Source: an optimization exercise on an open RTL-to-GDS flow (aim: small area). Production flows keep margins and buffers that such runs may drop. Only simulation tests tie the RTL to the original design; equivalence was not proved.

// gpr_bank
module gpr_bank (
   input  logic                             rclk1,
   input  logic                             rar_reset_n,
   input  logic                             hready_i,        
   input  logic                             wr_en_i,
   input  logic                             sp_sel_en_i,
   input  logic                             sp_sel_psp_i,
   input  logic                             sp_sel_auto_i,
   input  logic                             sp_auto_i,       
   input  logic                             write_last_i,
   input  logic [gpr_cfg_pkg::ADDR_W-1:0]   wr_addr_i,
   input  logic [gpr_cfg_pkg::ADDR_W-1:0]   ra_addr_i,
   input  logic [gpr_cfg_pkg::ADDR_W-1:0]   rb_addr_i,
   input  logic [1:0]                       ls_size_i,       
   input  logic [gpr_cfg_pkg::DATA_W-1:0]   wdata_i,
   output logic [gpr_cfg_pkg::DATA_W-1:0]   ra_data_lo_o,
   output logic [gpr_cfg_pkg::DATA_W-1:0]   ra_data_hi_o,
   output logic [gpr_cfg_pkg::DATA_W-1:0]   rb_data_lo_o,
   output logic [gpr_cfg_pkg::DATA_W-1:0]   rb_data_hi_o,
   output logic [gpr_cfg_pkg::DATA_W-1:0]   hwdata_o
);
Size in the first run: ~0.022 mm² of cells after synthesis.
==> flow/config.mk <==
export PLATFORM = sky130hd
export DESIGN_NAME = gpr_bank
export DESIGN_NICKNAME = gpr_bank
export VERILOG_FILES = /design/flow/design.v
export SDC_FILE = /design/flow/constraint.sdc
export NUM_CORES = 4
export LEC_CHECK = 0
export CAP_MARGIN = 20
export CORE_MARGIN = 2
export CORE_UTILIZATION = 55
export CTS_BUF_LIST = sky130_fd_sc_hd__clkbuf_8
export CTS_CLUSTER_DIAMETER = 60
export CTS_CLUSTER_SIZE = 16
export PLACE_DENSITY = 0.62
export SETUP_SLACK_MARGIN = 0.3
export SLEW_MARGIN = 20
export SYNTH_HIERARCHICAL = 1
==> flow/constraint.sdc <==
create_clock -name core_clock -period 7.0 [get_ports {rclk1}]
set_input_delay 1.4000 -clock core_clock [delete_from_list [all_inputs] [get_ports {rclk1}]]
set_output_delay 1.4000 -clock core_clock [all_outputs]
set_load 0.01 [all_outputs]
standard.sh (not shown) runs the stock make flow with config.mk's settings and CLKGATE_MAP_FILE= SYNTH_SCRIPT=/design/flow/synth_recipe.tcl, a recipe that flattens the netlist after the stock synthesis.
==> flow/flow/run.sh <==
#!/bin/bash
# Layout flow: the standard ORFS flow, with two changes to how the
# layout is made:
#  - after floorplan, every cell is set to the smallest drive strength
#    of its family (repair_design and repair_timing size up again where
#    slew, capacitance or timing need it);
#  - ports are buffered with sky130_fd_sc_hd__buf_1.
# Each make step writes its own logs under orfs/logs; the full output of
# make is kept in flow.log here.
set -euo pipefail
here=$(pwd)
export POST_FLOORPLAN_TCL=$here/flow/downsize.tcl
export BUFFER_PORTS_ARGS="-buffer_cell sky130_fd_sc_hd__buf_1"
bash standard.sh > flow.log 2>&1
==> flow/flow/downsize.tcl <==
# Set every instance to the smallest-area cell of its family (same
# function, different drive strength), skipping don't-use cells.
set dont_use {}
if { [info exists ::env(DONT_USE_CELLS)] } { set dont_use $::env(DONT_USE_CELLS) }
set db [ord::get_db]
array set best {}
foreach lib [$db getLibs] {
  foreach m [$lib getMasters] {
    set n [$m getName]
    if { [lsearch -exact $dont_use $n] >= 0 } { continue }
    if { ![regexp {^(sky130_fd_sc_hd__[a-z0-9]+)_([0-9]+)$} $n -> fam sz] } { continue }
    set a [expr { [$m getWidth] * [$m getHeight] }]
    if { ![info exists best($fam)] } {
      set best($fam) [list $n $a $sz]
    } else {
      lassign $best($fam) bn ba bs
      if { $a < $ba || ($a == $ba && $sz < $bs) } { set best($fam) [list $n $a $sz] }
    }
  }
}
set cnt 0
foreach inst [[ord::get_db_block] getInsts] {
  set n [[$inst getMaster] getName]
  if { ![regexp {^(sky130_fd_sc_hd__[a-z0-9]+)_([0-9]+)$} $n -> fam sz] } { continue }
  if { ![info exists best($fam)] } { continue }
  set b [lindex $best($fam) 0]
  if { $b ne $n } {
    replace_cell [$inst getName] $b
    incr cnt
  }
}
puts "downsize: replaced $cnt instances"
Next try:
==> flow/flow/run.sh (replaced) <==
#!/bin/bash
# Layout flow: the standard ORFS flow, with these changes to how the
# layout is made:
#  - after floorplan, every cell is set to the smallest drive strength
#    of its family (repair_design and repair_timing size up again where
#    slew, capacitance or timing need it);
#  - ports are buffered with sky130_fd_sc_hd__buf_1;
#  - from floorplan on, buffers larger than buf_2 are not used;
#  - clock tree: clkbuf_8 throughout, sinks clustered 14 to a buffer,
#    no dummy loads;
# Each make step writes its own logs under orfs/logs; the full output of
# make is kept in flow.log here.
set -euo pipefail
here=$(pwd)
B=sky130_fd_sc_hd__clkbuf_8
export POST_FLOORPLAN_TCL=$here/flow/downsize.tcl
export BUFFER_PORTS_ARGS="-buffer_cell sky130_fd_sc_hd__buf_1"
export CTS_ARGS="-sink_clustering_enable -repair_clock_nets -buf_list $B -sink_clustering_size 14 -sink_clustering_max_diameter 60 -dont_use_dummy_load"
for s in FLOORPLAN GLOBAL_PLACE RESIZE DETAIL_PLACE CTS GLOBAL_ROUTE; do
  export PRE_${s}_TCL=$here/flow/dontuse.tcl
done
bash standard.sh > flow.log 2>&1
==> flow/flow/dontuse.tcl (new file) <==
# Keep the resizer from buffering with the large buffers: it picks buf_1
# and buf_2 instead (sourced before each post-synthesis stage).
set_dont_use {sky130_fd_sc_hd__buf_4 sky130_fd_sc_hd__buf_6 sky130_fd_sc_hd__buf_8 sky130_fd_sc_hd__buf_12 sky130_fd_sc_hd__buf_16 sky130_fd_sc_hd__bufbuf_8 sky130_fd_sc_hd__bufbuf_16 sky130_fd_sc_hd__bufinv_8 sky130_fd_sc_hd__bufinv_16}
- CTS_BUF_LIST: sky130_fd_sc_hd__clkbuf_8 -> unset
- CTS_CLUSTER_DIAMETER: 60 -> unset
- CTS_CLUSTER_SIZE: 16 -> unset
- cell area goes down slightly
- non-clock buffer count goes up by 23
- count of clock-buffer cells in the layout goes down by 3
- worst hold slack hardly moves

-- afterwards: timing with drivers on the ports --
Ports are ideal in the flow. The routed layouts listed here were re-timed in OpenROAD. Step 1 sets driving cells, clkbuf_16 on the clock port and buf_2 on the other inputs (assumed; they add their load-dependent delay and slew). Step 2 also shifts input and output timing later by t, the mid clock arrival at the registers, as if the neighbouring blocks saw the same clock. Three values: ideal, step 1, step 2; two values: the first two.
run | t, ns | setup slack, ns | worst setup path after step 2 | worst slew at a driven data input, ns | cell pins on the clock port's net
the first run | 0.722 | 0.820 / 0.796 / 0.796 | input to output | 0.08 | 1
the second run | 0.714 | 0.503 / 0.428 / 0.428 | input to output | 0.07 | 1
After both steps setup and hold are still met in every run listed. For the second run, which loses most, drivers alone change the setup slack by -0.075 ns; drivers and shift together by -0.075 ns.
